Background: an optimization exercise with open tools, aiming at small area, a short achievable clock period and few clock cycles per item. Do not read the settings as production practice. RTL that was checked went through simulation tests only; none was proved equivalent to the original. No activity file was given, so power comes from the tool's default toggle rates.

the baseline:
Design linear_probe_hash_set, start of the top module:
module linear_probe_hash_set (
   input  logic                                clock,
   input  logic                                reset,
   input  logic                                req_valid,
   output logic                                req_stall,
   input  logic [lphs_pkg::CMD_W-1:0]          req_cmd,
   input  logic [lphs_pkg::REQ_KEY_W-1:0]      req_key,
   output logic                                rsp_valid,
   input  logic                                rsp_stall,
   output logic [lphs_pkg::STATUS_W-1:0]       rsp_status,
   output logic [lphs_pkg::RSP_SLOT_W-1:0]     rsp_slot,
   output logic [lphs_pkg::RSP_COUNT_W-1:0]    rsp_count,
   input  logic                                psel,
   input  logic                                penable,
   input  logic                                pwrite,
   input  logic [lphs_pkg::CSR_ADDR_W-1:0]     paddr,
   input  logic [lphs_pkg::CSR_DATA_W-1:0]     pwdata,
   output logic [lphs_pkg::CSR_DATA_W-1:0]     prdata,
   output logic                                pready
);
Settings: LEC_CHECK=0, ABC_CLOCK_PERIOD_IN_PS=2500, CAP_MARGIN=20, CORE_MARGIN=2, CORE_UTILIZATION=60, CTS_BUF_LIST=sky130_fd_sc_hd__clkbuf_8 sky130_fd_sc_hd__clkbuf_16, CTS_CLUSTER_DIAMETER=60, CTS_CLUSTER_SIZE=16, SETUP_SLACK_MARGIN=3.0, SLEW_MARGIN=20; clock period 6.0 ns.
run.sh (not shown) runs the stock make flow with config.mk's settings and CLKGATE_MAP_FILE= SYNTH_SCRIPT=/design/flow/synth_recipe.tcl, a recipe that flattens the netlist after the stock synthesis.
Here is what was changed in the inputs of the candidate compared with the baseline.
Settings: CTS_CLUSTER_SIZE removed (was 16); CTS_BUF_LIST removed (was sky130_fd_sc_hd__clkbuf_8 sky130_fd_sc_hd__clkbuf_16); CTS_CLUSTER_DIAMETER removed (was 60).
==> comparison <==
Compared with the baseline, in the candidate worst ir drop on vdd rose 3.0%, count of clock-buffer cells in the layout rose about 90%, fraction of power consumed by the clock network rose 6.8 points, wire length rose 0.84%, total power rose 0.0011 W.
Between the baseline and the candidate, the required time at the worst-slack endpoint is lower for the baseline.
Comparing the baseline with the candidate, the area of the multi-input gates came out essentially unchanged.
Taking the baseline as the reference, in the candidate area inside the core boundary roughly the same; post-route cell area grew by 2.1%; synthesized-area fraction occupied by xor and xnor cells saw little to no change.
Compared with the baseline, the candidate shows a lower tightest hold margin.
No run of this note included a check of the RTL's function; only the layout flow was run.

========
== quartz ==
linear_probe_hash_set, a different RTL version from the one above (not shown whole).
Size in the first run: about 2100 cells after synthesis, ~670 flip-flops, ~120 I/O pins, roughly 29000 µm² of cells after synthesis.
Settings: LEC_CHECK=0, ABC_CLOCK_PERIOD_IN_PS=2000, CAP_MARGIN=20, CORE_MARGIN=2, CORE_UTILIZATION=60, CTS_BUF_LIST=sky130_fd_sc_hd__clkbuf_8, CTS_CLUSTER_DIAMETER=60, CTS_CLUSTER_SIZE=16, SETUP_SLACK_MARGIN=3.25, SLEW_MARGIN=20; clock period 6.0 ns.
quartz finished every step from synthesis to the final layout, and the layout passed the timing, design-rule and antenna checks.
diff inputs: quartz => amber
Settings: SETUP_SLACK_MARGIN now 3.4, was 3.25.
### Flow results
Route | amber vs quartz | wire longer in amber
Compared with quartz, amber shows a lower relative contribution of the clock network to total power.
amber — via count about 1% higher, quartz as reference
Going from quartz to amber, count of clock-buffer cells in the layout now sits lower, overall track demand over capacity in global routing now sits higher, cell-internal power now sits at about the same level.
Summary of amber over quartz: power share of the sequential group rose by 0.2 points; worst setup slack fell by 0.10 ns.
#### Input delta (harbor over amber)
Settings: changing SETUP_SLACK_MARGIN from 3.4 to 3.3; setting TNS_END_PERCENT to 100 for the first time.
Results
harbor: PASS, flow complete, no timing, DRC or antenna violations
Taking amber as 1.0, harbor lands at 0.66 on post-CTS setup repair buffer count.
Taking amber as the reference, in harbor final critical path time including I/O delays and setup fell 0.057 ns; non-clock buffer count fell 5.8%; fraction of cell area in non-clock buffers lost 0.65 points.
harbor vs amber — peak clock frequency supported by timing rose 1.9%.
harbor ended with less final hold slack than amber.
Between amber and harbor, routed wire length decreased.
Summary of harbor over amber: met2 track demand over resource lower; design area lower; post-placement worst setup slack lower.
Share of cell area taken by multi-input logic gates: higher on amber
The following lists how violet was set up differently from harbor:
Settings: TNS_END_PERCENT: 100 -> unset; SETUP_SLACK_MARGIN: 3.3 -> 3.5.
Notes after the runs:
The run showing the smaller sequential share of layout area is violet. Min minimum clock period after layout across harbor and violet: harbor. violet — measured slew at the worst slew-check pin 0.017 ns higher, harbor as reference. [compare] base=harbor new=violet: non-clock buffer count went up; detailed-route vias per instance went up; final area went up. violet: full flow OK, the timing, design-rule and antenna checks passed.
No run of this note included a check of the RTL's function; only the layout flow was run.

========
## build 82
Another version of the RTL of linear_probe_hash_set (not shown whole).
Size in the first run: ~2100 cells after synthesis.
## linear_probe_hash_set
module linear_probe_hash_set (
   input  logic                                clock,
   input  logic                                reset,
   input  logic                                req_valid,
   output logic                                req_stall,
   input  logic [lphs_pkg::CMD_W-1:0]          req_cmd,
   input  logic [lphs_pkg::REQ_KEY_W-1:0]      req_key,
   output logic                                rsp_valid,
   input  logic                                rsp_stall,
   output logic [lphs_pkg::STATUS_W-1:0]       rsp_status,
   output logic [lphs_pkg::RSP_SLOT_W-1:0]     rsp_slot,
   output logic [lphs_pkg::RSP_COUNT_W-1:0]    rsp_count,
   input  logic                                psel,
   input  logic                                penable,
   input  logic                                pwrite,
   input  logic [lphs_pkg::CSR_ADDR_W-1:0]     paddr,
   input  logic [lphs_pkg::CSR_DATA_W-1:0]     pwdata,
   output logic [lphs_pkg::CSR_DATA_W-1:0]     prdata,
   output logic                                pready
);
make LEC_CHECK=0 ABC_CLOCK_PERIOD_IN_PS=2000 CAP_MARGIN=20 CORE_MARGIN=2 CORE_UTILIZATION=60 CTS_BUF_LIST=sky130_fd_sc_hd__clkbuf_8 CTS_CLUSTER_DIAMETER=60 CTS_CLUSTER_SIZE=16 PLACE_DENSITY_LB_ADDON=0.2 SETUP_SLACK_MARGIN=3.4 SLEW_MARGIN=20 finish   # period 6.0 ns
Build 82 completed every stage of the flow, and the final layout passed the timing, design-rule and antenna checks.
Testbench counts of build 82, summed over its fixed seeds: cycles 2,424, items 2,400.
Edits applied to the flow inputs when going from build 82 to build 60:
Settings: SETUP_SLACK_MARGIN: 3.4 -> 3.5; PLACE_DENSITY_LB_ADDON: 0.2 -> unset.
Findings:
Build 60 vs build 82: core utilization of the finished layout up
Build 60: fraction of power spent switching nets 0.23 points below build 82
Between build 60 and build 82, the static leakage power is lower for build 82.
Changes observed in build 60 relative to build 82: number of nets in the layout saw an increase, part of the power in combinational logic climbed 0.4 points.
When the final numbers for build 60 and build 82 were put side by side, the global-route met2 utilization turned out to be smaller in build 82.
Build 60 vs. build 82: clock network fraction of total power picked up an extra 0.3 points, worst hold slack after final layout went down 0.0093 ns, hold-fix buffer count after cts about even.
What build 12 does differently from build 60 at the input level:
Settings: SETUP_SLACK_MARGIN: 3.5 -> 3.4.
### Flow results
- In the flow results for build 12 and build 60, the post-layout minimum cycle time is smaller on build 60.
- Worst setup slack: build 12 worse than build 60
- [compare] base=build 60 new=build 12: flop-to-flop setup slack held; utilization of the core after routing down 1.5 points; ratio of final minimum period to clock period went up 0.43 points.
- The higher maximum operating frequency came out of build 60.
- Re depth of the most critical reg-to-reg path: build 12 and build 60 aren't equal, and the higher value belongs to build 60.

========
The RTL this note starts from:
==> flow/design.v <==
`timescale 1ns / 1ps
package lphs_pkg;
   localparam int SLOTS       = 16;
   localparam int CMD_W       = 2;
   localparam int REQ_KEY_W   = 32;
   localparam int STATUS_W    = 2;
   localparam int RSP_SLOT_W  = 4;
   localparam int RSP_COUNT_W = 5;
   localparam int MAX_W       = 5;
   localparam int CSR_ADDR_W  = 3;
   localparam int CSR_DATA_W  = 32;
   localparam logic [MAX_W-1:0] MAX_ENTRIES_RESET = MAX_W'(SLOTS * 7 / 10);
   localparam logic [CMD_W-1:0] CMD_INSERT = 2'd0;
   localparam logic [CMD_W-1:0] CMD_REMOVE = 2'd1;
   localparam logic [CMD_W-1:0] CMD_FIND   = 2'd2;
   localparam logic [STATUS_W-1:0] ST_OK        = 2'd0;
   localparam logic [STATUS_W-1:0] ST_NOT_FOUND = 2'd1;
   localparam logic [STATUS_W-1:0] ST_FULL      = 2'd2;
endpackage
`timescale 1ns / 1ps
module lphs_datapath (
   input  logic                                clock,
   input  logic                                reset,
   input  logic                                accept,
   input  logic [lphs_pkg::CMD_W-1:0]          cmd,
   input  logic [lphs_pkg::REQ_KEY_W-1:0]      key,
   input  logic [lphs_pkg::MAX_W-1:0]          max_entries,
   output logic                                res_valid,
   output logic [lphs_pkg::STATUS_W-1:0]       res_status,
   output logic [lphs_pkg::RSP_SLOT_W-1:0]     res_slot,
   output logic [lphs_pkg::RSP_COUNT_W-1:0]    res_count
);
   localparam int N = lphs_pkg::SLOTS;
   logic [31:0]  key_q [N];
   logic [N-1:0] used_q, empty_q;
   logic [4:0]   count_q;
   logic         v_q, ins_q, rem_q, rf_q;
   logic [31:0]  rkey_q;
   logic [N-1:0] eq_q;
   logic         eq_k;
   logic [N-1:0] eq_in;
   assign eq_k = (key == rkey_q);
   always_comb begin
      for (int s = 0; s < N; s++) begin
         eq_in[s] = used_q[s] ? (key == key_q[s]) : eq_k;
      end
   end
   logic [N-1:0] m, match, stopv, first, hi, ehi, reach, smask;
   logic [N:0]   p_hi, p_v, p_ehi, p_e;
   logic         any_free, at_limit, ins_ok, hit;
   logic [3:0]   enc;
   logic [4:0]   cnt_inc, cnt_dec, count_next;
   always_comb begin
      for (int s = 0; s < N; s++) begin
         m[s] = (4'(s) >= rkey_q[3:0]);
      end
      match = used_q & eq_q;
      stopv = ins_q ? ~used_q : (empty_q | match);
      hi    = stopv & m;
      ehi   = empty_q & m;
      p_hi[0]  = 1'b0;
      p_v[0]   = 1'b0;
      p_ehi[0] = 1'b0;
      p_e[0]   = 1'b0;
      for (int s = 0; s < N; s++) begin
         p_hi[s+1]  = p_hi[s] | hi[s];
         p_v[s+1]   = p_v[s] | stopv[s];
         p_ehi[s+1] = p_ehi[s] | ehi[s];
         p_e[s+1]   = p_e[s] | empty_q[s];
      end
      for (int s = 0; s < N; s++) begin
         first[s] = stopv[s] & (m[s] ? !p_hi[s] : !(p_hi[N] | p_v[s]));
         reach[s] = m[s] ? !p_ehi[s] : !(p_ehi[N] | p_e[s]);
      end
   end
   assign any_free = !(&used_q);
   assign at_limit = (count_q >= max_entries) || count_q[4];
   assign ins_ok   = ins_q && !at_limit && any_free;
   assign hit      = rf_q && |(match & reach);
   always_comb begin
      smask = ({N{ins_ok}}) | ({N{rf_q}} & used_q);
      enc = '0;
      for (int s = 0; s < N; s++) begin
         enc = enc | ({4{first[s] & smask[s]}} & 4'(s));
      end
   end
   assign cnt_inc    = count_q + 5'd1;
   assign cnt_dec    = count_q - 5'd1;
   assign count_next = ins_ok ? cnt_inc : ((rem_q && hit) ? cnt_dec : count_q);
   always_ff @(posedge clock) begin
      if (reset) begin
         v_q     <= 1'b0;
         ins_q   <= 1'b0;
         rem_q   <= 1'b0;
         rf_q    <= 1'b0;
         used_q  <= '0;
         empty_q <= '1;
         count_q <= '0;
      end else begin
         v_q     <= accept;
         ins_q   <= accept && (cmd == lphs_pkg::CMD_INSERT);
         rem_q   <= accept && (cmd == lphs_pkg::CMD_REMOVE);
         rf_q    <= accept && (cmd == lphs_pkg::CMD_REMOVE || cmd == lphs_pkg::CMD_FIND);
         count_q <= count_next;
         for (int s = 0; s < N; s++) begin
            if (ins_ok && first[s]) begin
               used_q[s]  <= 1'b1;
               empty_q[s] <= 1'b0;
            end else if (rem_q && first[s]) begin
               used_q[s]  <= 1'b0;
            end
         end
      end
   end
   always_ff @(posedge clock) begin
      rkey_q <= key;
      eq_q   <= eq_in;
      for (int s = 0; s < N; s++) begin
         if (!used_q[s]) begin
            key_q[s] <= rkey_q;
         end
      end
   end
   assign res_valid  = v_q;
   assign res_status = (ins_q && !ins_ok) ? lphs_pkg::ST_FULL :
                       ((ins_q || hit) ? lphs_pkg::ST_OK : lphs_pkg::ST_NOT_FOUND);
   assign res_slot   = enc;
   assign res_count  = count_next;
endmodule
`timescale 1ns / 1ps
module linear_probe_hash_set (
   input  logic                                clock,
   input  logic                                reset,
   input  logic                                req_valid,
   output logic                                req_stall,
   input  logic [lphs_pkg::CMD_W-1:0]          req_cmd,
   input  logic [lphs_pkg::REQ_KEY_W-1:0]      req_key,
   output logic                                rsp_valid,
   input  logic                                rsp_stall,
   output logic [lphs_pkg::STATUS_W-1:0]       rsp_status,
   output logic [lphs_pkg::RSP_SLOT_W-1:0]     rsp_slot,
   output logic [lphs_pkg::RSP_COUNT_W-1:0]    rsp_count,
   input  logic                                psel,
   input  logic                                penable,
   input  logic                                pwrite,
   input  logic [lphs_pkg::CSR_ADDR_W-1:0]     paddr,
   input  logic [lphs_pkg::CSR_DATA_W-1:0]     pwdata,
   output logic [lphs_pkg::CSR_DATA_W-1:0]     prdata,
   output logic                                pready
);
   localparam int RW = lphs_pkg::STATUS_W + lphs_pkg::RSP_SLOT_W + lphs_pkg::RSP_COUNT_W;
   logic [lphs_pkg::MAX_W-1:0] max_q;
   logic                       accept;
   logic                       res_valid;
   logic [RW-1:0]              res;
   assign pready = 1'b1;
   assign prdata = paddr[2] ? '0 : lphs_pkg::CSR_DATA_W'(max_q);
   always_ff @(posedge clock) begin
      if (reset) begin
         max_q <= lphs_pkg::MAX_ENTRIES_RESET;
      end else if (psel && penable && pwrite && !paddr[2]) begin
         max_q <= pwdata[lphs_pkg::MAX_W-1:0];
      end
   end
   logic [RW-1:0] q_q [3];
   logic [2:0]    occ_q, occ_in;
   logic [2:0]    wsel;
   logic          pop, stall_q;
   logic [3:0]    occ_x;
   assign rsp_valid = occ_q[0];
   assign pop       = occ_q[0] && !rsp_stall;
   assign occ_x     = {1'b0, occ_q};
   assign {rsp_status, rsp_slot, rsp_count} = q_q[0];
   always_comb begin
      for (int i = 0; i < 3; i++) begin
         wsel[i] = res_valid && (pop ? (occ_x[i] && !occ_x[i+1])
                                     : (!occ_x[i] && (i == 0 || occ_x[i-1])));
      end
      occ_in = occ_q;
      if (res_valid && !pop) begin
         occ_in = {occ_q[1:0], 1'b1};
      end else if (pop && !res_valid) begin
         occ_in = {1'b0, occ_q[2:1]};
      end
   end
   assign req_stall = stall_q;
   assign accept    = req_valid && !stall_q;
   always_ff @(posedge clock) begin
      if (reset) begin
         occ_q   <= '0;
         stall_q <= 1'b0;
      end else begin
         occ_q   <= occ_in;
         stall_q <= occ_in[2] || (occ_in[1] && accept);
      end
   end
   always_ff @(posedge clock) begin
      for (int i = 0; i < 3; i++) begin
         if (wsel[i]) begin
            q_q[i] <= res;
         end else if (pop && i < 2) begin
            q_q[i] <= q_q[i+1];
         end
      end
   end
   lphs_datapath u_dp (
      .clock       (clock),
      .reset       (reset),
      .accept      (accept),
      .cmd         (req_cmd),
      .key         (req_key),
      .max_entries (max_q),
      .res_valid   (res_valid),
      .res_status  (res[RW-1 -: lphs_pkg::STATUS_W]),
      .res_slot    (res[lphs_pkg::RSP_COUNT_W +: lphs_pkg::RSP_SLOT_W]),
      .res_count   (res[lphs_pkg::RSP_COUNT_W-1:0])
   );
endmodule
make LEC_CHECK=0 ABC_CLOCK_PERIOD_IN_PS=2500 CAP_MARGIN=20 CORE_MARGIN=2 CORE_UTILIZATION=60 CTS_BUF_LIST=sky130_fd_sc_hd__clkbuf_8 CTS_CLUSTER_DIAMETER=60 CTS_CLUSTER_SIZE=16 SETUP_SLACK_MARGIN=3.0 SLEW_MARGIN=20 finish   # period 6.0 ns
The starting point went through all stages and came out clean.
Rerun with:
- ABC_CLOCK_PERIOD_IN_PS: 2500 -> 2000
- SETUP_SLACK_MARGIN: 3.0 -> 3.3
Result: Setup slack is better by 0.031 ns. Die area stays the same. Routed wire length barely changes. Critical path depth is unchanged. Power rose by a few percent. Area after synthesis does not change. Synthesized cell count stays the same. Clock-buffer cell count does not change. Combinational power climbs by a few percent. Cell count came out higher slightly.
No run of this note included a check of the RTL's function; only the layout flow was run.

[what the ideal ports hide]
Ports are ideal in the flow. The routed layouts listed here were re-timed in OpenROAD.
Step 1 assumes that a clkbuf_16 drives the clock port and a buf_2 every other input.
Step 2 moves the port delays by t, midway between the first and last clock arrival at a register: inputs arrive t later, outputs are due t later. That takes back most of the time a late clock gives input paths.
a / b / c = no drivers / after step 1 / after step 2; a / b = the first two.
run	shift t [ns]	slack for setup (ns)	worst register clock-pin slew, ns	worst data-port slew with drivers (ns)
the baseline	0.686	3.025 / 3.009 / 2.450	0.07 / 0.07	0.04
the candidate	0.661	3.023 / 3.008 / 2.436	0.07 / 0.07	0.05
quartz	0.750	3.008 / 3.008 / 2.530	0.11 / 0.11	0.05
amber	0.748	2.904 / 2.904 / 2.607	0.11 / 0.11	0.06
harbor	0.745	2.961 / 2.961 / 2.582	0.11 / 0.11	0.05
violet	0.747	2.957 / 2.957 / 2.568	0.11 / 0.11	0.06
build 82	0.748	3.251 / 3.213 / 2.662	0.11 / 0.11	0.05
build 60	0.735	3.264 / 3.226 / 2.763	0.11 / 0.11	0.06
build 12	0.742	3.238 / 3.199 / 2.659	0.11 / 0.11	0.06
the first run of note 4	0.732	2.883 / 2.883 / 2.281	0.11 / 0.11	0.07
the second run of note 4	0.742	2.915 / 2.915 / 2.525	0.11 / 0.11	0.06
After both steps setup and hold are still met in every run listed. The setup slack of the first run of note 4, which loses most, moves by 0.000 ns with the drivers and by -0.602 ns with both steps.
